This design comes from an exercise in tuning for small area on the open sky130 flow, not from production work.
Only simulation tests tie the RTL to the original design; equivalence was not proved.
Power is estimated from default activity; no workload was simulated.

`flow/design.v`:
```
package eth_proto_pkg;
	localparam int eth_head_len = 14;
	localparam int ip_head_len = 20;
	localparam int udp_head_len = 8;
	localparam int udp_stack_len = eth_head_len + ip_head_len + udp_head_len;
	localparam int arp_frame_len = 42;
	localparam logic [15:0] ethertype_ipv4 = 16'h0800;
	localparam logic [15:0] ethertype_arp = 16'h0806;
	localparam logic [7:0] ip_ver_ihl = 8'h45;
	localparam logic [7:0] ip_proto_udp = 8'd17;
	localparam logic [7:0] ip_ttl = 8'd128;
	localparam logic [15:0] udp_port = 16'hFEEF;
	localparam logic [5:0] off_dst_mac = 6'd0;
	localparam logic [5:0] off_src_mac = 6'd6;
	localparam logic [5:0] off_ethertype = 6'd12;
	localparam logic [5:0] off_ip_src = 6'd26;
	localparam logic [5:0] off_arp_sender_mac = 6'd22;
	localparam logic [5:0] off_arp_sender_ip = 6'd28;
	localparam logic [15:0] arp_htype_eth = 16'd1;
	localparam logic [7:0] arp_hw_size = 8'd6;
	localparam logic [7:0] arp_proto_size = 8'd4;
	localparam logic [15:0] arp_op_reply = 16'd2;
endpackage
package commu_pkg;
	typedef logic [7:0] byte_t;
	typedef logic [47:0] mac_t;
	typedef logic [31:0] ip_t;
	typedef logic [10:0] len_t;
	localparam mac_t init_local_mac = 48'h02_00_00_00_00_04;
	localparam mac_t init_dest_mac = 48'h02_00_00_00_00_05;
	localparam ip_t init_local_ip = 32'hC0_A8_01_04;
	localparam ip_t init_dest_ip = 32'hC0_A8_01_05;
	localparam byte_t cmd_set_server = 8'd0;
	localparam byte_t cmd_set_local = 8'd1;
	localparam int cmd_len = 6;
	localparam int rx_keep_len = 42 + cmd_len;
	localparam int rx_slots = 4;
	localparam int rx_slot_w = $clog2(rx_slots);
	localparam int rx_ram_depth = rx_slots * rx_keep_len;
	localparam int rx_ram_aw = $clog2(rx_ram_depth);
endpackage
`timescale 1ns/10ps
module tx_frame_sender
(
	input logic i_clk,
	input logic i_rst_n,
	input logic i_trig_send,
	input commu_pkg::len_t i_data_length,
	input commu_pkg::byte_t i_pck_ident,
	input commu_pkg::byte_t i_pck_idx,
	input commu_pkg::byte_t i_cur_byte,
	input logic local_set,
	input commu_pkg::ip_t local_ip,
	input logic dest_set,
	input commu_pkg::ip_t dest_ip,
	input commu_pkg::mac_t dest_mac,
	input logic arp_req,
	input commu_pkg::ip_t arp_ip,
	input commu_pkg::mac_t arp_mac,
	output logic tx_hdr,
	output logic o_get_cur_byte,
	output logic o_send_over,
	output logic o_tx_valid,
	output logic o_tx_last,
	output commu_pkg::byte_t o_tx_data
);
	logic s_head;
	logic s_pay;
	logic s_done;
	logic s_arp;
	logic idle;
	logic trig_d;
	logic data_pend;
	logic arp_pend;
	logic take_arp;
	logic take_data;
	logic [10:0] cnt;
	logic [10:0] cnt_inc;
	logic [5:0] c6;
	logic head_end;
	logic arp_end;
	logic pay_end;
	commu_pkg::ip_t own_ip;
	logic [79:0] peer;
	logic [79:0] peer_src;
	commu_pkg::byte_t tap_a;
	commu_pkg::byte_t tap_b;
	commu_pkg::byte_t tap_c;
	logic [11:0] len_sum;
	logic [7:0] cs_a;
	logic [7:0] cs_b;
	logic cs_c;
	logic cs_take;
	logic [8:0] cs_sum;
	commu_pkg::byte_t var_byte;
	commu_pkg::byte_t const_byte;
	commu_pkg::byte_t tx_next;
	function automatic logic [10:0] inc11(input logic [10:0] v);
		logic c;
		c = 1'b1;
		for (int i = 0; i < 11; i++)
		begin
			inc11[i] = v[i] ^ c;
			c = c & v[i];
		end
	endfunction
	function automatic logic [11:0] addk(input logic [10:0] v, input logic [10:0] k);
		logic c;
		c = 1'b0;
		for (int i = 0; i < 11; i++)
		begin
			addk[i] = v[i] ^ k[i] ^ c;
			c = (v[i] & k[i]) | (c & (v[i] | k[i]));
		end
		addk[11] = c;
	endfunction
	assign own_ip = local_set ? local_ip : commu_pkg::init_local_ip;
	assign peer_src = take_arp ? {arp_mac, arp_ip}
		: (dest_set ? {dest_mac, dest_ip} : {commu_pkg::init_dest_mac, commu_pkg::init_dest_ip});
	assign tap_a = peer[79:72];
	assign tap_b = peer[31:24];
	assign tap_c = peer[15:8];
	assign idle = !(s_head || s_pay || s_done || s_arp);
	assign take_arp = idle && arp_pend;
	assign take_data = idle && data_pend && !arp_pend;
	assign tx_hdr = s_head || s_arp;
	assign c6 = cnt[5:0];
	assign cnt_inc = inc11(cnt);
	assign head_end = (c6 == 6'd43);
	assign arp_end = (c6 == 6'd41);
	assign pay_end = (cnt == i_data_length);
	assign len_sum = addk(i_data_length, c6[5] ? 11'd10 : 11'd30);
	logic in6;
	logic [5:0] arp_at;
	logic sel_a;
	logic sel_b;
	logic sel_c;
	logic [3:0] sel_o;
	logic sel_lh;
	logic sel_ll;
	logic sel_cs;
	logic sel_id;
	logic sel_ix;
	assign sel_a = (s_head && c6 <= 6'd9) || (s_arp && c6 <= 6'd5);
	assign sel_b = s_head && (c6 >= 6'd30) && (c6 <= 6'd33);
	assign sel_c = s_arp && (c6 >= 6'd32);
	always_comb
		for (int i = 0; i < 4; i++)
			sel_o[i] = (s_head && (c6 == 6'(10 + i) || c6 == 6'(26 + i))) || (s_arp && c6 == 6'(28 + i));
	assign sel_lh = s_head && (c6 == 6'd16 || c6 == 6'd38);
	assign sel_ll = s_head && (c6 == 6'd17 || c6 == 6'd39);
	assign sel_cs = s_head && (c6 == 6'd24 || c6 == 6'd25);
	assign sel_id = s_head && (c6 == 6'd42);
	assign sel_ix = s_head && (c6 == 6'd43);
	assign var_byte = ({8{sel_a}} & tap_a) | ({8{sel_b}} & tap_b) | ({8{sel_c}} & tap_c)
		| ({8{sel_o[0]}} & own_ip[31:24]) | ({8{sel_o[1]}} & own_ip[23:16])
		| ({8{sel_o[2]}} & own_ip[15:8]) | ({8{sel_o[3]}} & own_ip[7:0])
		| ({8{sel_lh}} & {4'd0, len_sum[11:8]}) | ({8{sel_ll}} & len_sum[7:0])
		| ({8{sel_cs}} & ~cs_a) | ({8{sel_id}} & i_pck_ident) | ({8{sel_ix}} & i_pck_idx)
		| ({8{s_pay}} & i_cur_byte);
	always_comb
	begin
		const_byte = 8'h00;
		if (s_head)
			case (c6)
				6'd6: const_byte = 8'h02;
				6'd11: const_byte = 8'h04;
				6'd12: const_byte = 8'h08;
				6'd14: const_byte = 8'h45;
				6'd22: const_byte = 8'h80;
				6'd23: const_byte = 8'h11;
				6'd34, 6'd36: const_byte = 8'hFE;
				6'd35, 6'd37: const_byte = 8'hEF;
				default: const_byte = 8'h00;
			endcase
		else if (s_arp)
			case (c6)
				6'd6, 6'd22: const_byte = 8'h02;
				6'd11, 6'd27: const_byte = 8'h04;
				6'd12, 6'd16: const_byte = 8'h08;
				6'd13, 6'd18: const_byte = 8'h06;
				6'd15: const_byte = 8'h01;
				6'd19: const_byte = 8'h04;
				6'd21: const_byte = 8'h02;
				default: const_byte = 8'h00;
			endcase
	end
	assign cs_take = s_head && (c6 >= 6'd6) && (c6 <= 6'd17) && (c6 != 6'd14) && (c6 != 6'd15);
	assign tx_next = (s_head && c6 >= 6'd6 && c6 <= 6'd13) ? const_byte : (const_byte | var_byte);
	assign cs_sum = 9'(cs_a) + 9'(cs_take ? var_byte : 8'h00) + 9'(cs_c);
	always_ff @(posedge i_clk or negedge i_rst_n)
	begin
		if (!i_rst_n)
		begin
			s_head <= 1'b0;
			s_pay <= 1'b0;
			s_done <= 1'b0;
			s_arp <= 1'b0;
			trig_d <= 1'b0;
			data_pend <= 1'b0;
			arp_pend <= 1'b0;
			o_tx_valid <= 1'b0;
			o_tx_last <= 1'b0;
			o_get_cur_byte <= 1'b0;
			o_send_over <= 1'b0;
		end
		else
		begin
			trig_d <= i_trig_send;
			data_pend <= (i_trig_send && !trig_d) || (data_pend && !take_data);
			arp_pend <= arp_req || (arp_pend && !take_arp);
			o_tx_valid <= s_head || s_pay || s_arp;
			o_get_cur_byte <= s_pay;
			o_send_over <= s_done;
			o_tx_last <= (s_head && head_end && i_data_length == '0) || (s_pay && pay_end)
				|| (s_arp && arp_end);
			s_head <= take_data || (s_head && !head_end);
			s_arp <= take_arp || (s_arp && !arp_end);
			s_pay <= (s_head && head_end && i_data_length != '0) || (s_pay && !pay_end);
			s_done <= (s_head && head_end && i_data_length == '0) || (s_pay && pay_end);
		end
	end
	always_ff @(posedge i_clk)
	begin
		if (take_arp || take_data)
			peer <= peer_src;
		else
			peer <= {peer[71:0], peer[79:72]};
		o_tx_data <= tx_next;
		if (idle)
			cnt <= '0;
		else if (s_head && head_end)
			cnt <= 11'd1;
		else
			cnt <= cnt_inc;
		if (idle)
		begin
			cs_a <= 8'hC5;
			cs_b <= 8'h11;
			cs_c <= 1'b0;
		end
		else
		begin
			cs_a <= cs_b;
			cs_b <= cs_sum[7:0];
			cs_c <= cs_sum[8];
		end
	end
endmodule
`timescale 1ns/10ps
module rx_frame_buffer
(
	input logic i_clk,
	input logic i_rst_n,
	input logic i_rx_dv,
	input commu_pkg::byte_t i_rx_data,
	input logic i_slot_release,
	input logic i_stage_arm,
	input logic i_loading,
	output logic o_slot_valid,
	output logic [111:0] o_rec,
	output logic [2:0] o_kind
);
	logic [2:0] wr_slot;
	logic [2:0] rd_slot;
	logic [5:0] wr_cnt;
	logic rx_dv_d;
	logic capture;
	logic frame_start;
	logic frame_end;
	logic accept;
	logic full;
	logic empty;
	logic wr_en;
	logic keep;
	logic [3:0] phase;
	logic match;
	logic stg_on;
	logic stg_en;
	logic mac_loc;
	logic mac_bc;
	logic et_08;
	logic f_arp;
	logic f_ip;
	logic f_chk;
	logic c_0;
	logic c_1;
	assign c_0 = mac_loc;
	assign c_1 = mac_bc;
	assign f_chk = et_08;
	commu_pkg::byte_t rx_data_d;
	logic [2:0] kind_new;
	logic [111:0] ring [4];
	logic [2:0] kind [4];
	logic [3:0] start [4];
	logic [111:0] stage;
	assign frame_start = i_rx_dv && !rx_dv_d;
	assign frame_end = !i_rx_dv && rx_dv_d;
	assign empty = (wr_slot == rd_slot);
	assign full = (wr_slot[2] != rd_slot[2]) && (wr_slot[1:0] == rd_slot[1:0]);
	assign accept = frame_start ? !full : capture;
	assign wr_en = i_rx_dv && accept && (wr_cnt < 6'd48);
	always_comb
	begin
		keep = 1'b0;
		if (wr_cnt >= 6'd6 && wr_cnt <= 6'd11)
			keep = 1'b1;
		else if (f_arp)
			keep = (wr_cnt >= 6'd22 && wr_cnt <= 6'd31);
		else
			keep = (wr_cnt >= 6'd26 && wr_cnt <= 6'd29) || (wr_cnt >= 6'd44)
				|| (wr_cnt == 6'd42 && i_rx_data[7:1] != 7'd0);
	end
	assign kind_new[0] = f_ip && f_chk;
	assign kind_new[1] = f_arp || (f_ip && f_chk && c_0);
	assign kind_new[2] = f_ip && f_chk && c_1;
	assign match = (phase == start[rd_slot[1:0]]);
	assign stg_en = (i_stage_arm && match) || (stg_on && !match);
	always_ff @(posedge i_clk or negedge i_rst_n)
	begin
		if (!i_rst_n)
		begin
			rx_dv_d <= 1'b0;
			capture <= 1'b0;
			wr_cnt <= '0;
			wr_slot <= '0;
			rd_slot <= '0;
			phase <= '0;
			stg_on <= 1'b0;
		end
		else
		begin
			rx_dv_d <= i_rx_dv;
			phase <= (phase == 4'd13) ? 4'd0 : phase + 4'd1;
			stg_on <= i_loading && stg_en;
			if (frame_start)
				capture <= !full;
			if (wr_en)
				wr_cnt <= wr_cnt + 6'd1;
			if (frame_end)
			begin
				capture <= 1'b0;
				wr_cnt <= '0;
				if (capture)
					wr_slot <= wr_slot + 3'd1;
			end
			if (i_slot_release && !empty)
				rd_slot <= rd_slot + 3'd1;
		end
	end
	always_ff @(posedge i_clk)
	begin
		rx_data_d <= i_rx_data;
		if (wr_en)
		begin
			case (wr_cnt)
				6'd0:
				begin
					mac_loc <= (i_rx_data == 8'h02);
					mac_bc <= (i_rx_data == 8'hFF);
				end
				6'd1, 6'd2, 6'd3, 6'd4:
				begin
					mac_loc <= mac_loc && (i_rx_data == 8'h00);
					mac_bc <= mac_bc && (i_rx_data == 8'hFF);
				end
				6'd5:
				begin
					mac_loc <= mac_loc && (i_rx_data == 8'h04);
					mac_bc <= mac_bc && (i_rx_data == 8'hFF);
				end
				6'd12:
					et_08 <= (i_rx_data == 8'h08);
				6'd13:
				begin
					f_arp <= (mac_loc || mac_bc) && et_08 && (i_rx_data == 8'h06);
					f_ip <= (mac_loc || mac_bc) && et_08 && (i_rx_data == 8'h00);
				end
				6'd42:
				begin
					mac_loc <= (i_rx_data == 8'h00);
					mac_bc <= (i_rx_data == 8'h01);
				end
				6'd43:
					et_08 <= (i_rx_data == ~rx_data_d);
				default:
					;
			endcase
		end
		for (int s = 0; s < 4; s++)
		begin
			if (wr_slot[1:0] == 2'(s) && wr_en && keep)
				ring[s] <= {ring[s][103:0], i_rx_data};
			else
				ring[s] <= {ring[s][103:0], ring[s][111:104]};
			if (wr_slot[1:0] == 2'(s) && capture)
				kind[s] <= kind_new;
			if (wr_slot[1:0] == 2'(s) && frame_start && !full)
				start[s] <= phase;
		end
		if (stg_en)
			stage <= {stage[103:0], ring[rd_slot[1:0]][111:104]};
	end
	assign o_slot_valid = !empty;
	assign o_rec = stage;
	assign o_kind = kind[rd_slot[1:0]];
endmodule
`timescale 1ns/10ps
module rx_cmd_parser
(
	input logic i_clk,
	input logic i_rst_n,
	input logic i_slot_valid,
	input logic [111:0] i_rec,
	input logic [2:0] i_kind,
	input logic i_tx_hdr,
	output logic o_slot_release,
	output logic o_stage_arm,
	output logic o_loading,
	output logic o_local_set,
	output commu_pkg::ip_t o_local_ip,
	output logic o_dest_set,
	output commu_pkg::ip_t o_dest_ip,
	output commu_pkg::mac_t o_dest_mac,
	output logic o_arp_req,
	output commu_pkg::ip_t o_arp_ip,
	output commu_pkg::mac_t o_arp_mac,
	output commu_pkg::byte_t o_cmd,
	output logic [31:0] o_param,
	output logic o_cmd_come
);
	localparam logic [1:0] ps_idle = 2'd0;
	localparam logic [1:0] ps_load = 2'd1;
	localparam logic [1:0] ps_decide = 2'd2;
	logic [1:0] pstate;
	logic [5:0] pcnt;
	logic do_arp;
	logic do_cmd;
	logic local_pend;
	assign o_slot_release = (pstate == ps_decide);
	assign o_loading = (pstate == ps_load);
	assign o_stage_arm = (pstate == ps_load) && (pcnt >= 6'd20) && (pcnt <= 6'd33);
	assign do_arp = o_slot_release && i_kind[1] && !i_kind[0];
	assign do_cmd = o_slot_release && i_kind[0];
	always_ff @(posedge i_clk or negedge i_rst_n)
	begin
		if (!i_rst_n)
		begin
			pstate <= ps_idle;
			o_arp_req <= 1'b0;
			o_cmd_come <= 1'b0;
			local_pend <= 1'b0;
			o_dest_set <= 1'b0;
			o_local_set <= 1'b0;
		end
		else
		begin
			o_arp_req <= do_arp;
			o_cmd_come <= do_cmd && !i_kind[1] && !i_kind[2];
			case (pstate)
				ps_idle:
					if (i_slot_valid)
						pstate <= ps_load;
				ps_load:
					if (pcnt == 6'd47)
						pstate <= ps_decide;
				default:
					pstate <= ps_idle;
			endcase
			if (do_cmd && i_kind[1])
				o_dest_set <= 1'b1;
			if (do_cmd && i_kind[2])
				local_pend <= 1'b1;
			else if (local_pend && !i_tx_hdr)
			begin
				local_pend <= 1'b0;
				o_local_set <= 1'b1;
			end
		end
	end
	always_ff @(posedge i_clk)
	begin
		if (pstate == ps_load)
			pcnt <= pcnt + 6'd1;
		else
			pcnt <= '0;
		if (local_pend && !i_tx_hdr)
			o_local_ip <= o_param;
		if (do_arp)
		begin
			o_arp_mac <= i_rec[47:0];
			o_arp_ip <= i_rec[111:80];
		end
		if (do_cmd && i_kind[1])
		begin
			o_dest_mac <= i_rec[63:16];
			o_dest_ip <= {i_rec[15:0], i_rec[111:96]};
		end
		if (do_cmd)
		begin
			o_cmd <= (i_kind[1] || i_kind[2]) ? {7'd0, i_kind[2]} : i_rec[111:104];
			o_param <= i_rec[95:64];
		end
	end
endmodule
`timescale 1ns/10ps
module eth_commu_top
(
	input logic i_clk,
	input logic i_rst_n,
	input logic i_trig_send,
	input commu_pkg::len_t i_data_length,
	input commu_pkg::byte_t i_pck_ident,
	input commu_pkg::byte_t i_pck_idx,
	input commu_pkg::byte_t i_cur_byte,
	output logic o_get_cur_byte,
	output logic o_send_over,
	output logic o_tx_valid,
	output logic o_tx_last,
	output commu_pkg::byte_t o_tx_data,
	input logic i_rx_dv,
	input commu_pkg::byte_t i_rx_data,
	output commu_pkg::byte_t o_cmd,
	output logic [31:0] o_param,
	output logic o_cmd_come
);
	commu_pkg::ip_t local_ip;
	logic local_set;
	logic dest_set;
	commu_pkg::ip_t dest_ip;
	commu_pkg::mac_t dest_mac;
	logic arp_req;
	commu_pkg::ip_t arp_ip;
	commu_pkg::mac_t arp_mac;
	logic tx_hdr;
	logic slot_valid;
	logic [111:0] slot_rec;
	logic [2:0] slot_kind;
	logic slot_release;
	logic slot_stage_arm;
	logic slot_loading;
	tx_frame_sender u_sender
	(
		.i_clk(i_clk),
		.i_rst_n(i_rst_n),
		.i_trig_send(i_trig_send),
		.i_data_length(i_data_length),
		.i_pck_ident(i_pck_ident),
		.i_pck_idx(i_pck_idx),
		.i_cur_byte(i_cur_byte),
		.local_set(local_set),
		.local_ip(local_ip),
		.dest_set(dest_set),
		.dest_ip(dest_ip),
		.dest_mac(dest_mac),
		.arp_req(arp_req),
		.arp_ip(arp_ip),
		.arp_mac(arp_mac),
		.tx_hdr(tx_hdr),
		.o_get_cur_byte(o_get_cur_byte),
		.o_send_over(o_send_over),
		.o_tx_valid(o_tx_valid),
		.o_tx_last(o_tx_last),
		.o_tx_data(o_tx_data)
	);
	rx_frame_buffer u_rx_buf
	(
		.i_clk(i_clk),
		.i_rst_n(i_rst_n),
		.i_rx_dv(i_rx_dv),
		.i_rx_data(i_rx_data),
		.i_slot_release(slot_release),
		.i_stage_arm(slot_stage_arm),
		.i_loading(slot_loading),
		.o_slot_valid(slot_valid),
		.o_rec(slot_rec),
		.o_kind(slot_kind)
	);
	rx_cmd_parser u_parser
	(
		.i_clk(i_clk),
		.i_rst_n(i_rst_n),
		.i_slot_valid(slot_valid),
		.i_rec(slot_rec),
		.i_kind(slot_kind),
		.i_tx_hdr(tx_hdr),
		.o_slot_release(slot_release),
		.o_stage_arm(slot_stage_arm),
		.o_loading(slot_loading),
		.o_local_set(local_set),
		.o_local_ip(local_ip),
		.o_dest_set(dest_set),
		.o_dest_ip(dest_ip),
		.o_dest_mac(dest_mac),
		.o_arp_req(arp_req),
		.o_arp_ip(arp_ip),
		.o_arp_mac(arp_mac),
		.o_cmd(o_cmd),
		.o_param(o_param),
		.o_cmd_come(o_cmd_come)
	);
endmodule
```
`flow/flow/run.sh`:
```
#!/bin/bash
# Standard layout (the standard.sh) with a leaner clock tree and small port buffers:
# clkbuf_8 clock buffers in small sink clusters and no dummy loads on the clock tree; every
# port still gets its own buffer (buf_1). The make output goes to standard_run.log; the ORFS
# steps keep their own logs under orfs/logs.
set -o pipefail
export CTS_ARGS="-sink_clustering_enable -repair_clock_nets -dont_use_dummy_load -buf_list {sky130_fd_sc_hd__clkbuf_8} -sink_clustering_size 16 -sink_clustering_max_diameter 50"
export BUFFER_PORTS_ARGS="-buffer_cell sky130_fd_sc_hd__buf_1"
bash standard.sh > standard_run.log 2>&1
```
`flow/standard.sh`:
```
#!/bin/bash
# synth_recipe.tcl (not shown) runs the flow's synth.tcl, then flattens the netlist and writes it again
# the make line also repeats each setting of config.mk as NAME=value (left out here)
make -C /OpenROAD-flow-scripts/flow DESIGN_CONFIG=/design/flow/config.mk WORK_HOME=/design/flow/orfs CLKGATE_MAP_FILE= SYNTH_SCRIPT=/design/flow/synth_recipe.tcl "${@:-finish}"
```
`flow/config.mk`:
```
export PLATFORM = sky130hd
export DESIGN_NAME = eth_commu_top
export DESIGN_NICKNAME = eth_commu_top
export VERILOG_FILES = /design/flow/design.v
export SDC_FILE = /design/flow/constraint.sdc
export NUM_CORES = 4
export LEC_CHECK = 0
export CAP_MARGIN = 20
export CORE_MARGIN = 2
export CORE_UTILIZATION = 60
export PLACE_DENSITY = 0.75
export SLEW_MARGIN = 20
```
`flow/constraint.sdc`:
```
create_clock -name core_clock -period 12.0 [get_ports {i_clk}]
set_input_delay 2.4000 -clock core_clock [delete_from_list [all_inputs] [get_ports {i_clk}]]
set_output_delay 2.4000 -clock core_clock [all_outputs]
set_load 0.01 [all_outputs]
```
==> results.sh, run 1 <==
export IMPL_status="timing/DRC/antenna clean"
export IMPL_cp_start_kind="primary input"
export IMPL_cts_made_buffers=80
export IMPL_dp_hpwl_um=37700
export IMPL_die_h_um=229
export IMPL_ir_worst_vdd_mv=0.211
export IMPL_final_common_cell="dfxtp_1"
export IMPL_ys_warn_count=6
export IMPL_grt_pass1_vias=15900
export IMPL_avgRoutedWirePerCell_um=20.5
export IMPL_syn_inst=2052
export IMPL_firstDrtPassIters=6
export IMPL_rsz0062_at_grt="no"
export IMPL_grt_busiest_layer="met2"
export IMPL_die_area_mm2=0.0524
export IMPL_postCtsSetupBuffers=0
export IMPL_synth_seq_cells=992
export IMPL_pin_count=100
export IMPL_ant_nets=0
export IMPL_synth_avg_cell_area_um2=14.8
export IMPL_synthArstFlopShare_pct=3.73
export IMPL_tns_ns=0
export IMPL_cts_tree="done"
export IMPL_reg2reg_slack_ns=7.04
export IMPL_rows=82
export IMPL_crit_buf_inv=3
export IMPL_period_share_pct=51.6
export IMPL_hold_class="flip-flop to flip-flop"
export IMPL_power_density_mw_per_mm2=211
export IMPL_layout_common_cells="578 x dfxtp_1, 377 x edfxtp_1, 133 x nand2_1"
export IMPL_antenna_found_initial=1
export IMPL_initial_core_util_pct=60.6
export IMPL_cts_max_path_buffers=3
export IMPL_grt_max_degree=95
export IMPL_drt_first_iter_violations=1412
export IMPL_postPlaceCellArea_mm2=0.0313
export IMPL_ys_types=90
export IMPL_chipWidth_um=229
export IMPL_max_slew_margin_pct=30.4
export IMPL_coreArea_mm2=0.0501
export IMPL_finalClockSkew_ns=0.103
export IMPL_path_class="primary input to flip-flop"
export IMPL_root_buffer="clkbuf_8"
export IMPL_cts_sinks=992
export IMPL_max_cap_viol_count=0
export IMPL_period_minus_slack_ns=6.19
export IMPL_required_ns=12.52
export IMPL_cts_hold_buf=0
export IMPL_slowest_stage="fa_1"
export IMPL_setup_viol=0
export IMPL_cp_top_family="adder cells"
export IMPL_port_buffers=99
export IMPL_synth_top_area_share_pct=38.2
export IMPL_max_freq_mhz=161
export IMPL_yosys_area_top_type="dfxtp_1"
export IMPL_grt_overflow=0
export IMPL_power_leakage_nw=11.6
export IMPL_final_core_utilization_pct=64.7
export IMPL_netlist_area_mm2=0.0303
export IMPL_syn_nets=2148
export IMPL_final_layout_size_suffix_gt1_share_pct=7.42
export IMPL_grt_usage_pct=22.4
export IMPL_use_met2_pct=35.6
export IMPL_synth_area_top_cells="dfxtp_1 38%, edfxtp_1 37%, dfrtp_1 3.1%"
export IMPL_gp_congestion=0.934
export IMPL_clkLatencyLatePin_ns=0.68
export IMPL_timing_critical_path_mode_cell="ha_1"
export IMPL_design_area_mm2=0.0324
export IMPL_fin_nets=2254
export IMPL_final_max_slew_viol_count=0
export IMPL_ctsResizeCount=0
export IMPL_cts_reportedPaths_clkPinSlew_ns=0.09
export IMPL_ys_flop_type="dfxtp_1"
export IMPL_slowest_delay_ns=0.43
export IMPL_synth_edf_count=377
export IMPL_cp_end_kind="flip-flop"
export IMPL_htreeDepth=3
export IMPL_drc=0
export IMPL_path_max_fanout=4
export IMPL_worstPathCellList="buf_1, fa_1, inv_1, ha_1, fa_1, inv_1, ha_1, ha_1, ha_1, ha_1, ha_1, ha_1, and3_1, a211o_1, nor4_2, nor2_1, ha_1, nor2b_1, o21a_1, o21ai_0, a21oi_1, o21ai_0, a21oi_1"
export IMPL_worstMarginPinSlew_ns=1.04
export IMPL_final_hold_violation_count=0
export IMPL_arrival_ns=6.71
export IMPL_grt_pass1_wl_um=90500
export IMPL_via_per_inst=5.62
export IMPL_n_antenna_cell=0
export IMPL_globalRouteMet1Util_pct=31.0
export IMPL_syn_to_final_growth_pct=6.78
export IMPL_vias=15900
export IMPL_grtUsageMet3_pct=4.35
export IMPL_yosysSeqAreaShare_pct=78.5
export IMPL_totalWireLength_um=57900
## layout make-up
| class | instances | area, um2 |
|---|---|---|
| flip-flops and latches | 992 | 23800 |
| fillers | 3633 | 17700 |
| multi-input cells | 932 | 5990 |
| clock buffers | 80 | 1100 |
| well taps | 672 | 841 |
| repair buffers | 113 | 482 |
| inverters | 39 | 149 |
## cell families (layout without fill, tap and decap cells)
| logic type | Yosys count | count (layout) | synth area share (%) |
|---|---|---|---|
| AO/OA/AOI/OAI | 280 | 280 | 6.36 |
| flip-flops | 992 | 992 | 78.5 |
| XOR/XNOR | 39 | 39 | 1.13 |
| AND/OR/NAND/NOR | 526 | 526 | 8.65 |
| multiplexers | 38 | 38 | 1.40 |
| adder cells (fa/ha/maj) | 49 | 49 | 2.12 |
| buffers and inverters | 128 | 232 | 1.80 |
## flip-flops by register name, summed over array words and instances (netlist names), 4 cells and up
signal               flops
u_parser.o_arp_ip       32
u_parser.o_arp_mac      48
u_parser.o_cmd           8
u_parser.o_dest_ip      32
u_parser.o_dest_mac     48
u_parser.o_local_ip     32
u_parser.o_param        32
u_parser.pcnt            6
u_rx_buf.kind           12
u_rx_buf.phase           4
u_rx_buf.ring          448
u_rx_buf.rx_data_d       8
u_rx_buf.stage         112
u_rx_buf.start          16
u_rx_buf.wr_cnt          6
u_sender.cnt            11
u_sender.cs_a            8
u_sender.cs_b            8
u_sender.o_tx_data       8
u_sender.peer           80
## report_power, final
| group | internal (W) | switching (W) | leakage, nW | total (W) |
|---|---|---|---|---|
| Clock | 0.000597 | 0.000948 | 0.575 | 0.00154 |
| Sequential | 0.00398 | 0.000282 | 8.59 | 0.00426 |
| Combinational | 0.000396 | 0.000636 | 2.48 | 0.00103 |
## metrics by stage
stage / power, W / hold slack [ns] / cells / worst slack [ns]
4_1_cts: 0.00689 / 0.285 / 2828 / 5.88
5_1_grt: 0.00717 / 0.298 / 2828 / 5.56
3_3_place_gp: 0.00532 / 0.310 / 2748 / 5.25
3_5_place_dp: 0.00536 / 0.312 / 2748 / 5.17
6_report: 0.00684 / 0.289 / 2828 / 5.81
2_1_floorplan: 0.00497 / 0.310 / 2052 / 4.45
## path summary, 6_finish.rpt
check,start,endpoint,cells past startpoint
max in group asynchronous,i_rst_n,u_sender.s_done$_DFF_PN0_,1
worst min-delay path,u_rx_buf.ring[0][12]$_DFF_P_,u_rx_buf.ring[0][20]$_DFF_P_,0
worst min register to register,u_rx_buf.ring[0][12]$_DFF_P_,u_rx_buf.ring[0][20]$_DFF_P_,0
worst max register to register,u_sender.cnt[5]$_SDFF_PP0_,u_sender.cs_c$_SDFF_PN0_,24
min in group asynchronous,i_rst_n,u_rx_buf.stg_on$_DFF_PN0_,1
worst max-delay path,i_data_length[1],u_sender.cs_c$_SDFF_PN0_,23
## synth_stat cells, types with 4 or more instances
library cell    n
a31oi_1        75
a22oi_1         4
nor4_1          9
a222oi_1       20
a211oi_1        6
o21ai_0        58
nand3_1        85
edfxtp_1      377
a221oi_1        6
nand2_2         4
or2_2           5
xor2_1         20
and2_1         25
clkbuf_1       52
buf_2          26
nand3b_1       18
and3_1         13
o2111ai_1       5
nand2_1       134
mux2_2         35
inv_1          37
ha_1           45
a32o_1          8
fa_1            4
dfrtp_1        37
nor2b_1        16
o22ai_1         5
buf_1           5
a21o_1          7
a21oi_1        35
nand2b_1       20
a22o_1         14
dfxtp_1       578
nor3_1         22
xnor2_1        19
nand4_1        11
and4b_1         4
nor2_1        130
## per-layer routing
| layer | routed length [um] | share of wire, % | up-vias |
|---|---|---|---|
| met4 | 2000 | 3.5 | 2 |
| met5 | 13 | 0.022 | - |
| li1 | - | - | 7490 |
| met2 | 26900 | 46 | 504 |
| met3 | 3390 | 5.9 | 127 |
| met1 | 25600 | 44 | 7774 |
==> run 2, diff against run 1 <==
==> flow/flow/run.sh (replaced) <==
#!/bin/bash
# Standard layout (the standard.sh) with a leaner clock tree and small port buffers:
# clkbuf_8 clock buffers in small sink clusters and no dummy loads on the clock tree; every
# port still gets its own buffer (buf_1). The make output goes to standard_run.log; the ORFS
# steps keep their own logs under orfs/logs.
set -o pipefail
export CTS_ARGS="-sink_clustering_enable -repair_clock_nets -dont_use_dummy_load -buf_list {sky130_fd_sc_hd__clkbuf_8} -sink_clustering_size 20 -sink_clustering_max_diameter 50"
export BUFFER_PORTS_ARGS="-buffer_cell sky130_fd_sc_hd__buf_1"
bash standard.sh > standard_run.log 2>&1
==> results.sh, run 2 <==
export IMPL_gp_congestion=0.934
export IMPL_arrival_ns=6.71
export IMPL_ctsResizeCount=0
export IMPL_dp_hpwl_um=37700
export IMPL_finalPower_w=0.00676
export IMPL_largest_register_ffs=448
export IMPL_clkLatencyLatePin_ns=0.71
export IMPL_pin_count=100
export IMPL_max_freq_mhz=160
export IMPL_cts_hold_buf=0
export IMPL_required_ns=12.48
export IMPL_reg2reg_slack_ns=7.00
export IMPL_drc=0
export IMPL_grt_max_degree=95
export IMPL_place_ws_ns=5.17
export IMPL_status="timing/DRC/antenna clean"
export IMPL_coreArea_mm2=0.0501
export IMPL_rows=82
export IMPL_largestRegisters="u_rx_buf.ring: 448 flops, u_rx_buf.stage: 112 flops, u_sender.peer: 80 flops"
export IMPL_max_slew_margin_pct=30.0
export IMPL_rsz0062_at_grt="no"
export IMPL_ys_flop_type="dfxtp_1"
export IMPL_synth_area_top_cells="dfxtp_1 38%, edfxtp_1 37%, dfrtp_1 3.1%"
export IMPL_regMostFlops="u_rx_buf.ring"
export IMPL_hold_class="flip-flop to flip-flop"
export IMPL_netlist_area_mm2=0.0303
export IMPL_die_area_mm2=0.0524
export IMPL_cts_max_path_buffers=3
export IMPL_vias=15800
export IMPL_path_max_fanout=4
export IMPL_final_core_utilization_pct=64.4
export IMPL_totalWireLength_um=57600
export IMPL_final_hold_violation_count=0
export IMPL_avgRoutedWirePerCell_um=20.4
export IMPL_grt_pass1_wl_um=89700
export IMPL_final_layout_size_suffix_gt1_share_pct=7.03
export IMPL_firstDrtPassIters=7
export IMPL_worstMarginPinSlew_ns=1.05
export IMPL_root_buffer="clkbuf_8"
export IMPL_synth_common_cells="578 x dfxtp_1, 377 x edfxtp_1, 134 x nand2_1"
export IMPL_tns_ns=0
export IMPL_die_h_um=229
export IMPL_synthArstFlopShare_pct=3.73
export IMPL_final_max_slew_viol_count=0
export IMPL_final_common_cell="dfxtp_1"
export IMPL_yosysSeqAreaShare_pct=78.5
export IMPL_chipWidth_um=229
export IMPL_grt_usage_pct=22.2
export IMPL_antenna_found_initial=2
export IMPL_syn_inst=2052
export IMPL_syn_nets=2148
export IMPL_ys_types=90
export IMPL_synth_avg_cell_area_um2=14.8
export IMPL_htreeDepth=3
export IMPL_cp_start_kind="primary input"
export IMPL_yosys_area_top_type="dfxtp_1"
export IMPL_grt_pass1_vias=15700
export IMPL_via_per_inst=5.60
export IMPL_finalClockSkew_ns=0.110
export IMPL_port_buffers=99
export IMPL_synth_edf_count=377
export IMPL_power_leakage_nw=11.6
export IMPL_yosysMostFrequentCell="dfxtp_1"
export IMPL_drt_first_iter_violations=1367
export IMPL_syn_to_final_growth_pct=6.38
export IMPL_postCtsSetupBuffers=0
export IMPL_cts_reportedPaths_clkPinSlew_ns=0.10
export IMPL_cts_sinks=992
export IMPL_setup_viol=0
export IMPL_ir_worst_vdd_mv=0.147
export IMPL_ys_warn_count=6
export IMPL_max_cap_viol_count=0
export IMPL_ant_nets=0
export IMPL_cts_made_buffers=71
export IMPL_fin_nets=2245
export IMPL_initial_core_util_pct=60.6
export IMPL_cts_tree="done"
export IMPL_synth_seq_cells=992
export IMPL_synth_top_area_share_pct=38.2
export IMPL_power_density_mw_per_mm2=209
export IMPL_fin_worst_hold_slack_ns=0.283
export IMPL_cp_end_kind="flip-flop"
export IMPL_layout_common_cells="578 x dfxtp_1, 377 x edfxtp_1, 133 x nand2_1"
export IMPL_setup_slack_ns=5.76
export IMPL_grt_overflow=0
export IMPL_period_share_pct=52.0
export IMPL_path_class="primary input to flip-flop"
export IMPL_period_minus_slack_ns=6.24
## run 2: worst max-delay path, stage by stage
cell and delay, ns:
buf_1 0.14, fa_1 0.43, inv_1 0.07, ha_1 0.16
fa_1 0.18, inv_1 0.04, ha_1 0.17, ha_1 0.18
ha_1 0.19, ha_1 0.18, ha_1 0.18, ha_1 0.26
and3_1 0.14, a211o_1 0.27, nor4_2 0.33, nor2_1 0.08
ha_1 0.32, nor2b_1 0.16, o21a_1 0.17, o21ai_0 0.25
nand2b_1 0.09, a211oi_1 0.24, nor3_1 0.07
## run 2: through the flow
step | cell area (um2) | std cells
3_3_place_gp | 31300 | 2748
3_5_place_dp | 31300 | 2748
6_report | 32300 | 2820
2_1_floorplan | 30300 | 2052
5_1_grt | 32300 | 2820
4_1_cts | 32300 | 2819
## run 2: kinds of logic (layout without fill, tap and decap cells)
| kind of cell | after synthesis | count (layout) | share of synthesized area, % |
|---|---|---|---|
| muxes | 38 | 38 | 1.40 |
| buffers and inverters | 128 | 223 | 1.80 |
| adders and majority gates | 49 | 49 | 2.12 |
| other | 0 | 1 | 0 |
| AOI/OAI and AO/OA | 280 | 280 | 6.36 |
| and+or+nand+nor | 526 | 526 | 8.65 |
| DFF | 992 | 992 | 78.5 |
| xor gates and xnor gates | 39 | 39 | 1.13 |
## run 2: final cells by class
class                   count  area, um2
diodes                      1       2.50
clock buffers              71        977
fillers                  3646      17800
inverters                  39        149
multi-input cells         932       5990
flip-flops and latches    992      23800
well taps                 672        841
repair buffers            113        482
## run 2: power by group
| group | switching, W | leakage, nW | internal, W |
|---|---|---|---|
| Clock | 0.000924 | 0.510 | 0.000533 |
| Combinational | 0.000637 | 2.48 | 0.000396 |
| Sequential | 0.000283 | 8.59 | 0.00398 |
## run 2: per-layer routing
layer,share of wire (%),global-route usage [%],vias to the layer above
met5,0.023,0,-
met4,3.0,7.16,2
met3,5.5,4.15,109
met2,47,35.5,476
met1,45,31.0,7733
li1,-,-,7467
## run 2: path summary, 6_finish.rpt
path                                         startpoint  cells past startpoint                           end
hold / removal             u_rx_buf.ring[1][28]$_DFF_P_                      0  u_rx_buf.ring[1][36]$_DFF_P_
min in group asynchronous                       i_rst_n                      1     u_rx_buf.stg_on$_DFF_PN0_
max in group asynchronous                       i_rst_n                      1     u_sender.s_done$_DFF_PN0_
hold reg to reg            u_rx_buf.ring[1][28]$_DFF_P_                      0  u_rx_buf.ring[1][36]$_DFF_P_
setup reg to reg             u_sender.cnt[5]$_SDFF_PP0_                     24   u_sender.cs_b[6]$_SDFF_PN0_
setup / recovery                       i_data_length[1]                     23   u_sender.cs_b[6]$_SDFF_PN0_
==> run 3, diff against run 2 <==
==> flow/flow/run.sh (replaced) <==
#!/bin/bash
# Standard layout (the standard.sh) with a leaner clock tree and small port buffers:
# clkbuf_8 clock buffers in small sink clusters and no dummy loads on the clock tree; every
# port still gets its own buffer (buf_1). The make output goes to standard_run.log; the ORFS
# steps keep their own logs under orfs/logs.
set -o pipefail
export CTS_ARGS="-sink_clustering_enable -repair_clock_nets -dont_use_dummy_load -buf_list {sky130_fd_sc_hd__clkbuf_8} -sink_clustering_size 16 -sink_clustering_max_diameter 60"
export BUFFER_PORTS_ARGS="-buffer_cell sky130_fd_sc_hd__buf_1"
bash standard.sh > standard_run.log 2>&1
==> results.sh, run 3 <==
export IMPL_final_hold_violation_count=0
export IMPL_hp_start="u_rx_buf.ring[2][21]$_DFF_P_"
export IMPL_worstMarginPinSlew_ns=1.04
export IMPL_cts_sinks=992
export IMPL_die_area_mm2=0.0524
export IMPL_postPlaceCellArea_mm2=0.0313
export IMPL_max_cap_viol_count=0
export IMPL_final_max_slew_viol_count=0
export IMPL_synth_top_area_share_pct=38.2
export IMPL_pwr_share_comb_pct=15.2
export IMPL_power_leakage_nw=11.6
export IMPL_avgRoutedWirePerCell_um=20.4
export IMPL_clkLatencyLatePin_ns=0.67
export IMPL_totalWireLength_um=57700
export IMPL_r2r_end="u_sender.cs_b[6]$_SDFF_PN0_"
export IMPL_synth_avg_cell_area_um2=14.8
export IMPL_path_class="primary input to flip-flop"
export IMPL_fin_cells=2822
export IMPL_firstDrtPassIters=6
export IMPL_cts_tree="done"
export IMPL_period_share_pct=51.8
export IMPL_r2r_start="u_sender.cnt[5]$_SDFF_PP0_"
export IMPL_ctsResizeCount=0
export IMPL_cts_hold_buf=0
export IMPL_die_h_um=229
export IMPL_synth_common_cells="578 x dfxtp_1, 377 x edfxtp_1, 134 x nand2_1"
export IMPL_largestRegisters="u_rx_buf.ring: 448 flops, u_rx_buf.stage: 112 flops, u_sender.peer: 80 flops"
export IMPL_dp_hpwl_um=37700
export IMPL_tns_ns=0
export IMPL_arrival_ns=6.72
export IMPL_cts_reportedPaths_clkPinSlew_ns=0.09
export IMPL_vias=15800
export IMPL_grt_overflow=0
export IMPL_rows=82
export IMPL_chipWidth_um=229
export IMPL_final_common_cell="dfxtp_1"
export IMPL_cp_start_kind="primary input"
export IMPL_gp_congestion=0.934
export IMPL_coreArea_mm2=0.0501
export IMPL_status="timing/DRC/antenna clean"
export IMPL_postCtsSetupBuffers=0
export IMPL_grt_pass1_wl_um=89900
export IMPL_pwr_share_clk_pct=21.9
export IMPL_antenna_found_initial=1
export IMPL_netlist_area_mm2=0.0303
export IMPL_via_per_inst=5.61
export IMPL_hold_class="flip-flop to flip-flop"
export IMPL_pin_count=100
export IMPL_seq_power_share_pct=62.8
export IMPL_final_core_utilization_pct=64.5
export IMPL_finalClockSkew_ns=0.0546
export IMPL_path_max_fanout=3
export IMPL_syn_nets=2148
export IMPL_syn_to_final_growth_pct=6.51
export IMPL_synth_area_top_cells="dfxtp_1 38%, edfxtp_1 37%, dfrtp_1 3.1%"
export IMPL_hold_end="u_rx_buf.ring[2][29]$_DFF_P_"
export IMPL_layout_common_cells="578 x dfxtp_1, 377 x edfxtp_1, 133 x nand2_1"
export IMPL_synth_seq_cells=992
export IMPL_ant_nets=0
export IMPL_syn_inst=2052
export IMPL_grt_usage_pct=22.3
export IMPL_setup_viol=0
export IMPL_drc=0
export IMPL_ir_worst_vdd_mv=0.156
export IMPL_design_area_mm2=0.0323
export IMPL_rsz0062_at_grt="no"
export IMPL_reg2regPathDepth=24
export IMPL_p_int_w=0.00493
export IMPL_min_path_cells=0
export IMPL_ys_flop_type="dfxtp_1"
export IMPL_grt_pass1_vias=15800
export IMPL_switching_share_pct=27.3
export IMPL_htreeDepth=3
export IMPL_largest_register_ffs=448
export IMPL_ys_types=90
export IMPL_final_layout_size_suffix_gt1_share_pct=7.16
export IMPL_synthArstFlopShare_pct=3.73
export IMPL_grt_max_degree=95
export IMPL_fin_nets=2248
export IMPL_reg2reg_slack_ns=6.97
export IMPL_fillerInstances=3648
export IMPL_initial_core_util_pct=60.6
export IMPL_n_antenna_cell=0
export IMPL_cp_end_kind="flip-flop"
export IMPL_port_buffers=99
export IMPL_yosys_area_top_type="dfxtp_1"
export IMPL_root_buffer="clkbuf_8"
export IMPL_post_place_cells=2748
export IMPL_synth_edf_count=377
export IMPL_yosysMostFrequentCell="dfxtp_1"
export IMPL_required_ns=12.51
export IMPL_drt_first_iter_violations=1245
export IMPL_ys_warn_count=6
export IMPL_regMostFlops="u_rx_buf.ring"
export IMPL_p_switching_w=0.00185
export IMPL_max_freq_mhz=161
export IMPL_cts_made_buffers=74
export IMPL_max_slew_margin_pct=30.6
export IMPL_period_minus_slack_ns=6.22
export IMPL_cts_max_path_buffers=3
export IMPL_power_density_mw_per_mm2=210
export IMPL_yosysSeqAreaShare_pct=78.5
## run 3: worst max path at each step
stage | slack, ns | startpoint | endpoint | cells after the start
floorplan | 4.45 | u_rx_buf.rd_slot[0]$_DFFE_PN0P_ | u_parser.o_arp_req$_DFF_PN0_ | 6
global placement | 5.25 | i_data_length[1] | u_sender.cs_b[6]$_SDFF_PN0_ | 23
detailed placement | 5.17 | i_data_length[1] | u_sender.cs_b[6]$_SDFF_PN0_ | 23
CTS | 5.86 | i_data_length[1] | u_sender.cs_b[6]$_SDFF_PN0_ | 23
global route | 5.49 | i_data_length[1] | u_sender.cs_b[6]$_SDFF_PN0_ | 23
finish | 5.78 | i_data_length[2] | u_sender.cs_b[6]$_SDFF_PN0_ | 23
## run 3: cells by family after synthesis
family	Yosys count	synth area share, %
buffers and inverters	128	1.80
flip-flops	992	78.5
AO/OA/AOI/OAI	280	6.36
multiplexers	38	1.40
AND/OR/NAND/NOR	526	8.65
XOR/XNOR	39	1.13
adder cells (fa/ha/maj)	49	2.12
## run 3: per-layer routing
| layer | share of wire [%] | up-vias | GRT usage (%) | routed length, um |
|---|---|---|---|---|
| met5 | 0.023 | - | 0 | 13 |
| met4 | 3.5 | 2 | 8.71 | 2040 |
| met3 | 5.6 | 135 | 4.15 | 3220 |
| met2 | 46 | 487 | 35.2 | 26700 |
| met1 | 45 | 7732 | 30.9 | 25700 |
| li1 | - | 7478 | - | - |
## run 3: area by class of cell
class	instances	area [um2]	share of cell area [%]
flip-flops and latches	992	23800	73.7
well taps	672	841	2.60
clock buffers	74	1020	3.15
repair buffers	113	482	1.49
multi-input cells	932	5990	18.6
inverters	39	149	0.461
## run 3: power groups by stage
stage | Clock (W) | Sequential, W | Combinational (W)
finish | 0.00149 | 0.00426 | 0.00103
global placement | 0 | 0.00432 | 0.000999
floorplan | 0 | 0.00419 | 0.000773
global route | 0.00166 | 0.00431 | 0.00115
detailed placement | 0 | 0.00433 | 0.00103
CTS | 0.00154 | 0.00426 | 0.00103
## run 3: per-stage QoR
| stage | setup slack [ns] | hold slack [ns] | power [W] |
|---|---|---|---|
| after floorplan | 4.45 | 0.310 | 0.00497 |
| after global placement | 5.25 | 0.310 | 0.00532 |
| after detailed placement | 5.17 | 0.312 | 0.00536 |
| after CTS | 5.86 | 0.295 | 0.00683 |
| after global routing | 5.49 | 0.311 | 0.00712 |
| final | 5.78 | 0.289 | 0.00679 |
## run 3: worst max-delay path, cell delays in order
cell      delay [ns]
buf_1           0.16
fa_1            0.42
inv_1           0.07
ha_1            0.16
fa_1            0.18
inv_1           0.05
ha_1            0.17
ha_1            0.18
ha_1            0.19
ha_1            0.19
ha_1            0.18
ha_1            0.26
and3_1          0.14
a211o_1         0.27
nor4_2          0.33
nor2_1          0.08
ha_1            0.32
nor2b_1         0.16
o21a_1          0.17
o21ai_0         0.25
nand2b_1        0.09
a211oi_1        0.25
nor3_1          0.06
==> run 4, diff against run 3 <==
--- a/flow/design.v
+++ b/flow/design.v
@@ -259,7 +259,7 @@
 	input logic i_loading,
 	output logic o_slot_valid,
 	output logic [111:0] o_rec,
-	output logic [2:0] o_kind
+	output logic [1:0] o_kind
 );
 	logic [2:0] wr_slot;
 	logic [2:0] rd_slot;
@@ -284,14 +284,12 @@
 	logic f_ip;
 	logic f_chk;
 	logic c_0;
-	logic c_1;
 	assign c_0 = mac_loc;
-	assign c_1 = mac_bc;
 	assign f_chk = et_08;
 	commu_pkg::byte_t rx_data_d;
-	logic [2:0] kind_new;
+	logic [1:0] kind_new;
 	logic [111:0] ring [4];
-	logic [2:0] kind [4];
+	logic [1:0] kind [4];
 	logic [3:0] start [4];
 	logic [111:0] stage;
 	assign frame_start = i_rx_dv && !rx_dv_d;
@@ -309,11 +307,10 @@
 			keep = (wr_cnt >= 6'd22 && wr_cnt <= 6'd31);
 		else
 			keep = (wr_cnt >= 6'd26 && wr_cnt <= 6'd29) || (wr_cnt >= 6'd44)
-				|| (wr_cnt == 6'd42 && i_rx_data[7:1] != 7'd0);
+				|| (wr_cnt == 6'd42 && i_rx_data != 8'd0);
 	end
 	assign kind_new[0] = f_ip && f_chk;
 	assign kind_new[1] = f_arp || (f_ip && f_chk && c_0);
-	assign kind_new[2] = f_ip && f_chk && c_1;
 	assign match = (phase == start[rd_slot[1:0]]);
 	assign stg_en = (i_stage_arm && match) || (stg_on && !match);
 	always_ff @(posedge i_clk or negedge i_rst_n)
@@ -379,7 +376,6 @@
 				6'd42:
 				begin
 					mac_loc <= (i_rx_data == 8'h00);
-					mac_bc <= (i_rx_data == 8'h01);
 				end
 				6'd43:
 					et_08 <= (i_rx_data == ~rx_data_d);
@@ -412,7 +408,7 @@
 	input logic i_rst_n,
 	input logic i_slot_valid,
 	input logic [111:0] i_rec,
-	input logic [2:0] i_kind,
+	input logic [1:0] i_kind,
 	input logic i_tx_hdr,
 	output logic o_slot_release,
 	output logic o_stage_arm,
@@ -437,11 +433,13 @@
 	logic do_arp;
 	logic do_cmd;
 	logic local_pend;
+	logic is_local;
 	assign o_slot_release = (pstate == ps_decide);
 	assign o_loading = (pstate == ps_load);
 	assign o_stage_arm = (pstate == ps_load) && (pcnt >= 6'd20) && (pcnt <= 6'd33);
 	assign do_arp = o_slot_release && i_kind[1] && !i_kind[0];
 	assign do_cmd = o_slot_release && i_kind[0];
+	assign is_local = !i_kind[1] && (i_rec[111:104] == 8'd1);
 	always_ff @(posedge i_clk or negedge i_rst_n)
 	begin
 		if (!i_rst_n)
@@ -456,7 +454,7 @@
 		else
 		begin
 			o_arp_req <= do_arp;
-			o_cmd_come <= do_cmd && !i_kind[1] && !i_kind[2];
+			o_cmd_come <= do_cmd && !i_kind[1] && !is_local;
 			case (pstate)
 				ps_idle:
 					if (i_slot_valid)
@@ -469,7 +467,7 @@
 			endcase
 			if (do_cmd && i_kind[1])
 				o_dest_set <= 1'b1;
-			if (do_cmd && i_kind[2])
+			if (do_cmd && is_local)
 				local_pend <= 1'b1;
 			else if (local_pend && !i_tx_hdr)
 			begin
@@ -498,7 +496,7 @@
 		end
 		if (do_cmd)
 		begin
-			o_cmd <= (i_kind[1] || i_kind[2]) ? {7'd0, i_kind[2]} : i_rec[111:104];
+			o_cmd <= i_kind[1] ? 8'd0 : i_rec[111:104];
 			o_param <= i_rec[95:64];
 		end
 	end
@@ -535,7 +533,7 @@
 	logic tx_hdr;
 	logic slot_valid;
 	logic [111:0] slot_rec;
-	logic [2:0] slot_kind;
+	logic [1:0] slot_kind;
 	logic slot_release;
 	logic slot_stage_arm;
 	logic slot_loading;
==> results.sh, run 4 <==
export IMPL_final_max_slew_viol_count=0
export IMPL_largestRegisters="u_rx_buf.ring: 448 flops, u_rx_buf.stage: 112 flops, u_sender.peer: 80 flops"
export IMPL_dp_hpwl_um=39700
export IMPL_hold_end="u_rx_buf.ring[3][108]$_DFF_P_"
export IMPL_avgRoutedWirePerCell_um=21.4
export IMPL_reg2regPathDepth=24
export IMPL_regMostFlops="u_rx_buf.ring"
export IMPL_finalClockSkew_ns=0.0913
export IMPL_max_freq_mhz=165
export IMPL_gp_congestion=0.964
export IMPL_worstMarginPinSlew_ns=1.07
export IMPL_setup_slack_ns=5.95
export IMPL_min_path_cells=0
export IMPL_pin_count=100
export IMPL_place_ws_ns=5.29
export IMPL_setup_viol=0
export IMPL_syn_nets=2143
export IMPL_hp_start="u_rx_buf.ring[3][100]$_DFF_P_"
export IMPL_ir_worst_vdd_mv=0.182
export IMPL_initial_core_util_pct=60.5
export IMPL_required_ns=12.48
export IMPL_yosysMostFrequentCell="dfxtp_1"
export IMPL_synth_edf_count=373
export IMPL_n_antenna_cell=0
export IMPL_cp_end_kind="flip-flop"
export IMPL_max_slew_margin_pct=29.0
export IMPL_port_buffers=99
export IMPL_period_minus_slack_ns=6.05
export IMPL_ys_types=73
export IMPL_cts_sinks=988
export IMPL_chipWidth_um=228
export IMPL_synth_seq_cells=988
export IMPL_synth_top_area_share_pct=38.3
export IMPL_vias=15900
export IMPL_largest_register_ffs=448
export IMPL_cts_reportedPaths_clkPinSlew_ns=0.09
export IMPL_grt_pass1_wl_um=93000
export IMPL_final_layout_size_suffix_gt1_share_pct=6.93
export IMPL_grt_max_degree=92
export IMPL_postCtsSetupBuffers=0
export IMPL_power_density_mw_per_mm2=211
export IMPL_ys_flop_type="dfxtp_1"
export IMPL_grt_usage_pct=23.3
export IMPL_grt_overflow=0
export IMPL_yosysSeqAreaShare_pct=78.4
export IMPL_r2r_end="u_sender.cs_b[6]$_SDFF_PN0_"
export IMPL_layout_common_cells="578 x dfxtp_1, 373 x edfxtp_1, 131 x nand2_1"
export IMPL_reg2reg_slack_ns=7.13
export IMPL_period_share_pct=50.4
export IMPL_synth_common_cells="578 x dfxtp_1, 373 x edfxtp_1, 132 x nand2_1"
export IMPL_fin_cells=2822
export IMPL_cts_hold_buf=0
export IMPL_via_per_inst=5.63
export IMPL_drt_first_iter_violations=1474
export IMPL_final_hold_violation_count=0
export IMPL_final_core_utilization_pct=64.6
export IMPL_cts_tree="done"
export IMPL_r2r_start="u_sender.cnt[5]$_SDFF_PP0_"
export IMPL_syn_to_final_growth_pct=6.77
export IMPL_die_h_um=228
export IMPL_path_max_fanout=4
export IMPL_coreArea_mm2=0.0500
export IMPL_max_cap_viol_count=0
export IMPL_antenna_found_initial=0
export IMPL_syn_inst=2047
export IMPL_multi_input_area_mm2=0.00596
export IMPL_finalPower_w=0.00681
export IMPL_cts_max_path_buffers=3
export IMPL_seqCellArea_mm2=0.0237
export IMPL_die_area_mm2=0.0522
export IMPL_totalWireLength_um=60400
export IMPL_synth_area_top_cells="dfxtp_1 38%, edfxtp_1 37%, dfrtp_1 3.1%"
export IMPL_power_leakage_nw=11.7
export IMPL_cp_start_kind="primary input"
export IMPL_fillerInstances=3600
export IMPL_grt_pass1_vias=15700
export IMPL_drc=0
export IMPL_ant_nets=0
export IMPL_synthArstFlopShare_pct=3.74
export IMPL_synth_avg_cell_area_um2=14.8
export IMPL_ys_warn_count=6
export IMPL_netlist_area_mm2=0.0302
export IMPL_final_common_cell="dfxtp_1"
export IMPL_path_class="primary input to flip-flop"
export IMPL_tns_ns=0
export IMPL_ctsResizeCount=0
export IMPL_cts_made_buffers=75
export IMPL_arrival_ns=6.54
export IMPL_post_place_cells=2747
export IMPL_firstDrtPassIters=5
export IMPL_fin_nets=2248
export IMPL_rows=82
export IMPL_status="timing/DRC/antenna clean"
export IMPL_yosys_area_top_type="dfxtp_1"
export IMPL_hold_class="flip-flop to flip-flop"
export IMPL_root_buffer="clkbuf_8"
export IMPL_clkLatencyLatePin_ns=0.66
export IMPL_htreeDepth=3
export IMPL_rsz0062_at_grt="no"
[run 4: where the power goes]
group | switching (W) | leakage (nW) | internal (W) | total, W
Clock | 0.000937 | 0.539 | 0.000562 | 0.00150
Combinational | 0.000661 | 2.61 | 0.000407 | 0.00107
Sequential | 0.000291 | 8.53 | 0.00395 | 0.00424
Total | 0.00189 | 11.7 | 0.00492 | 0.00681
[run 4: kinds of logic (layout without fill, tap and decap cells)]
logic type / count (synthesis) / in the layout / synth area share (%)
xor gates and xnor gates: 39 / 39 / 1.13
AOI/OAI and AO/OA: 270 / 270 / 6.27
buffers and inverters: 144 / 247 / 1.97
DFF: 988 / 988 / 78.4
adders and majority gates: 49 / 49 / 2.13
muxes: 52 / 52 / 1.86
and+or+nand+nor: 505 / 505 / 8.21
[run 4: through the flow]
step | instance area [um2] | hold slack (ns)
after floorplan | 30200 | 0.310
after global placement | 31200 | 0.310
after detailed placement | 31200 | 0.312
after CTS | 32300 | 0.258
after global routing | 32300 | 0.273
final | 32300 | 0.259
[run 4: metal layers]
metal | global-route usage, % | wire length (um) | up-vias
li1 | - | - | 7452
met1 | 31.8 | 26500 | 7894
met2 | 38.7 | 29100 | 460
met3 | 3.72 | 3200 | 88
met4 | 7.39 | 1530 | 0
met5 | 0 | 0 | -
[run 4: worst max-delay path by stage]
stage | slack, ns | start | endpoint
after detailed placement | 5.29 | i_data_length[1] | u_sender.cs_c$_SDFF_PN0_
after global placement | 5.39 | i_data_length[1] | u_sender.cs_c$_SDFF_PN0_
final | 5.95 | i_data_length[1] | u_sender.cs_b[6]$_SDFF_PN0_
after CTS | 6.01 | i_data_length[1] | u_sender.cs_c$_SDFF_PN0_
after floorplan | 1.65 | u_rx_buf.rd_slot[0]$_DFFE_PN0P_ | u_parser.o_arp_req$_DFF_PN0_
after global routing | 5.72 | i_data_length[1] | u_sender.cs_c$_SDFF_PN0_
[run 4: worst max-delay path: stages]
cell	delay, ns
buf_1	0.15
fa_1	0.44
inv_1	0.07
ha_1	0.16
fa_1	0.16
inv_1	0.04
ha_1	0.17
ha_1	0.18
ha_1	0.19
ha_1	0.19
ha_1	0.19
ha_1	0.28
a32oi_1	0.18
and3_1	0.20
and3_1	0.19
nor2_1	0.06
ha_1	0.32
nor2b_1	0.16
o21a_1	0.18
o21ai_0	0.24
nand2b_1	0.10
a211oi_1	0.23
nor3_1	0.06
[run 4: area by class of cell]
type / count / share of cell area [%]
Timing Repair Buffer: 120 / 1.64
Multi-Input combinational cell: 915 / 18.5
Sequential cell: 988 / 73.5
Tap cell: 672 / 2.61
Inverter: 52 / 0.605
Clock buffer: 75 / 3.20
==> run 5, diff against run 4 <==
--- a/flow/config.mk
+++ b/flow/config.mk
@@ -7,6 +7,6 @@
 export LEC_CHECK = 0
 export CAP_MARGIN = 20
 export CORE_MARGIN = 2
-export CORE_UTILIZATION = 60
-export PLACE_DENSITY = 0.75
+export CORE_UTILIZATION = 70
+export PLACE_DENSITY = 0.85
 export SLEW_MARGIN = 20
==> results.sh, run 5 <==
export IMPL_status="timing/DRC/antenna clean"
export IMPL_postCtsSetupBuffers=0
export IMPL_coreArea_mm2=0.0429
export IMPL_post_place_cells=2660
export IMPL_setup_slack_ns=6.00
export IMPL_pin_count=100
export IMPL_synth_fa_ha_area_share_pct=2.13
export IMPL_max_freq_mhz=167
export IMPL_cts_made_buffers=73
export IMPL_largestRegisters="u_rx_buf.ring: 448 flops, u_rx_buf.stage: 112 flops, u_sender.peer: 80 flops"
export IMPL_layout_common_cells="578 x dfxtp_1, 373 x edfxtp_1, 131 x nand2_1"
export IMPL_path_max_fanout=4
export IMPL_final_max_slew_viol_count=0
export IMPL_fin_nets=2246
export IMPL_rows=76
export IMPL_final_hold_violation_count=0
export IMPL_cts_tree="done"
export IMPL_synth_top_family_by_area="simple AND/OR/NAND/NOR gates"
export IMPL_required_ns=12.58
export IMPL_synth_simple_gate_area_share_pct=8.21
export IMPL_ys_warn_count=6
export IMPL_netlist_area_mm2=0.0302
export IMPL_finalClockSkew_ns=0.0587
export IMPL_hold_class="flip-flop to flip-flop"
export IMPL_avgRoutedWirePerCell_um=21.9
export IMPL_cts_reportedPaths_clkPinSlew_ns=0.09
export IMPL_timing_critical_path_mode_cell="ha_1"
export IMPL_yosysSeqAreaShare_pct=78.4
export IMPL_synth_edf_count=373
export IMPL_power_leakage_nw=11.7
export IMPL_arrival_ns=6.59
export IMPL_drt_first_iter_violations=1461
export IMPL_antenna_found_initial=0
export IMPL_final_core_utilization_pct=74.9
export IMPL_slowest_stage="fa_1"
export IMPL_via_per_inst=5.89
export IMPL_synth_compound_area_share_pct=6.27
export IMPL_gp_congestion=0.956
export IMPL_worstPathCellList="buf_1, fa_1, inv_1, ha_1, fa_1, inv_1, ha_1, ha_1, ha_1, ha_1, a32o_1, a221oi_1, and3_1, or2_2, fa_1, fa_1, nor2b_1, o21a_1, o21ai_0, a21oi_1, o21ai_0, a21oi_1"
export IMPL_cts_sinks=988
export IMPL_tns_ns=0
export IMPL_period_share_pct=50.0
export IMPL_grt_pass1_vias=16100
export IMPL_ys_flop_type="dfxtp_1"
export IMPL_largest_register_ffs=448
export IMPL_worstMarginPinSlew_ns=1.06
export IMPL_grt_max_degree=105
export IMPL_period_minus_slack_ns=6.00
export IMPL_ctsResizeCount=0
export IMPL_synth_common_cells="578 x dfxtp_1, 373 x edfxtp_1, 132 x nand2_1"
export IMPL_vias=16100
export IMPL_seqCellArea_mm2=0.0237
export IMPL_grt_pass1_wl_um=91900
export IMPL_initial_core_util_pct=70.5
export IMPL_synth_area_top_cells="dfxtp_1 38%, edfxtp_1 37%, dfrtp_1 3.1%"
export IMPL_regMostFlops="u_rx_buf.ring"
export IMPL_max_slew_margin_pct=29.6
export IMPL_synth_xor_area_share_pct=1.13
export IMPL_n_antenna_cell=0
export IMPL_grt_overflow=0
export IMPL_syn_inst=2047
export IMPL_fin_cells=2733
export IMPL_syn_nets=2143
export IMPL_ir_worst_vdd_mv=0.158
export IMPL_cp_start_kind="primary input"
export IMPL_chipWidth_um=212
export IMPL_muxShareOfSynthArea_pct=1.86
export IMPL_ant_nets=0
export IMPL_cts_max_path_buffers=3
export IMPL_max_cap_viol_count=0
export IMPL_die_h_um=212
export IMPL_root_buffer="clkbuf_8"
export IMPL_port_buffers=99
export IMPL_place_ws_ns=5.34
export IMPL_rsz0062_at_grt="no"
export IMPL_cts_hold_buf=0
export IMPL_drc=0
export IMPL_dp_hpwl_um=40000
export IMPL_yosys_area_top_type="dfxtp_1"
export IMPL_grt_usage_pct=27.3
export IMPL_final_layout_size_suffix_gt1_share_pct=6.84
export IMPL_fillerInstances=2602
export IMPL_totalWireLength_um=60000
export IMPL_path_class="primary input to flip-flop"
export IMPL_power_density_mw_per_mm2=211
export IMPL_syn_to_final_growth_pct=6.31
export IMPL_setup_viol=0
export IMPL_fin_worst_hold_slack_ns=0.286
export IMPL_yosysMostFrequentCell="dfxtp_1"
export IMPL_firstDrtPassIters=6
export IMPL_synth_seq_cells=988
export IMPL_final_common_cell="dfxtp_1"
export IMPL_cp_end_kind="flip-flop"
export IMPL_multi_input_area_mm2=0.00596
export IMPL_clkLatencyLatePin_ns=0.66
export IMPL_synthArstFlopShare_pct=3.74
export IMPL_slowest_delay_ns=0.44
export IMPL_ys_types=73
export IMPL_die_area_mm2=0.0448
export IMPL_synth_avg_cell_area_um2=14.8
export IMPL_htreeDepth=3
export IMPL_synth_top_area_share_pct=38.3
-- run 5: logic make-up after synthesis --
| family | after synthesis |
|---|---|
| buffers and inverters | 144 |
| adder cells (fa/ha/maj) | 49 |
| XOR/XNOR | 39 |
| flip-flops | 988 |
| multiplexers | 52 |
| AO/OA/AOI/OAI | 270 |
| AND/OR/NAND/NOR | 505 |
-- run 5: cell type report --
class,count,share of cell area (%)
inverter,52,0.608
sequential,988,73.8
clock buffer,73,3.13
timing repair buffer,120,1.65
multi-input combinational,915,18.6
tap,585,2.28
-- run 5: worst paths after layout --
kind / to / startpoint / slack (ns) / cells after the start
worst min-delay path: u_rx_buf.ring[1][10]$_DFF_P_ / u_rx_buf.ring[1][2]$_DFF_P_ / 0.29 / 0
worst min register to register: u_rx_buf.ring[1][10]$_DFF_P_ / u_rx_buf.ring[1][2]$_DFF_P_ / 0.29 / 0
worst max register to register: u_sender.cs_c$_SDFF_PN0_ / u_sender.cnt[5]$_SDFF_PP0_ / 7.17 / 23
min in group asynchronous: u_rx_buf.wr_slot[2]$_DFFE_PN0P_ / i_rst_n / 1.80 / 2
max in group asynchronous: u_sender.o_tx_valid$_DFF_PN0_ / i_rst_n / 9.77 / 2
worst max-delay path: u_sender.cs_c$_SDFF_PN0_ / i_data_length[1] / 6.00 / 22
-- run 5: where the power goes --
group,total [W],internal (W),leakage [nW],switching (W)
Sequential,0.00424,0.00395,8.53,0.000285
Clock,0.00148,0.000547,0.525,0.000931
Combinational,0.00107,0.000405,2.61,0.000665
-- run 5: critical path: cells and delay by family --
family	cells	cell delay, ns
compound gates	7	0.89
fa+ha+maj	9	2.35
buf+inv	3	0.25
simple gates	3	0.71
-- run 5: routing by layer --
layer	global-route usage [%]	vias up	routed length, um
met4	10.1	0	1850
met3	4.72	123	3630
met1	36.6	7879	24900
li1	-	7454	-
met5	0	-	0
met2	45.5	631	29600
-- run 5: metrics by stage --
stage	instance area, um2	power, W
floorplan	30200	0.00495
global placement	31100	0.00531
detailed placement	31100	0.00537
CTS	32100	0.00681
global route	32100	0.00708
finish	32100	0.00679

[static timing again, ports no longer ideal]
The flow's constraints put no driver on any port. The routed layouts listed below were extracted and timed again, unchanged, in two steps. Step 1 sets driving cells, clkbuf_16 on the clock port and buf_2 on the other inputs (assumed; they add their load-dependent delay and slew). Step 2 times the ports against the registers' clock, not the clock port: input delays grow and output delays shrink by t, the midpoint of the rising clock arrivals with the driver on. a / b / c = no drivers / after step 1 / after step 2; a / b = the first two.
| run | shift t [ns] | slack for setup (ns) | worst slew at a driven data input, ns |
|---|---|---|---|
| run 1 | 0.680 | 5.806 / 5.826 / 5.146 | 0.05 |
| run 2 | 0.694 | 5.761 / 5.787 / 5.094 | 0.05 |
| run 3 | 0.706 | 5.785 / 5.817 / 5.111 | 0.05 |
| run 4 | 0.668 | 5.946 / 5.977 / 5.308 | 0.07 |
| run 5 | 0.691 | 5.996 / 6.023 / 5.332 | 0.07 |
After both steps every run listed still meets setup and hold. For run 3, which loses most, drivers alone change the setup slack by +0.032 ns; drivers and shift together by -0.674 ns.
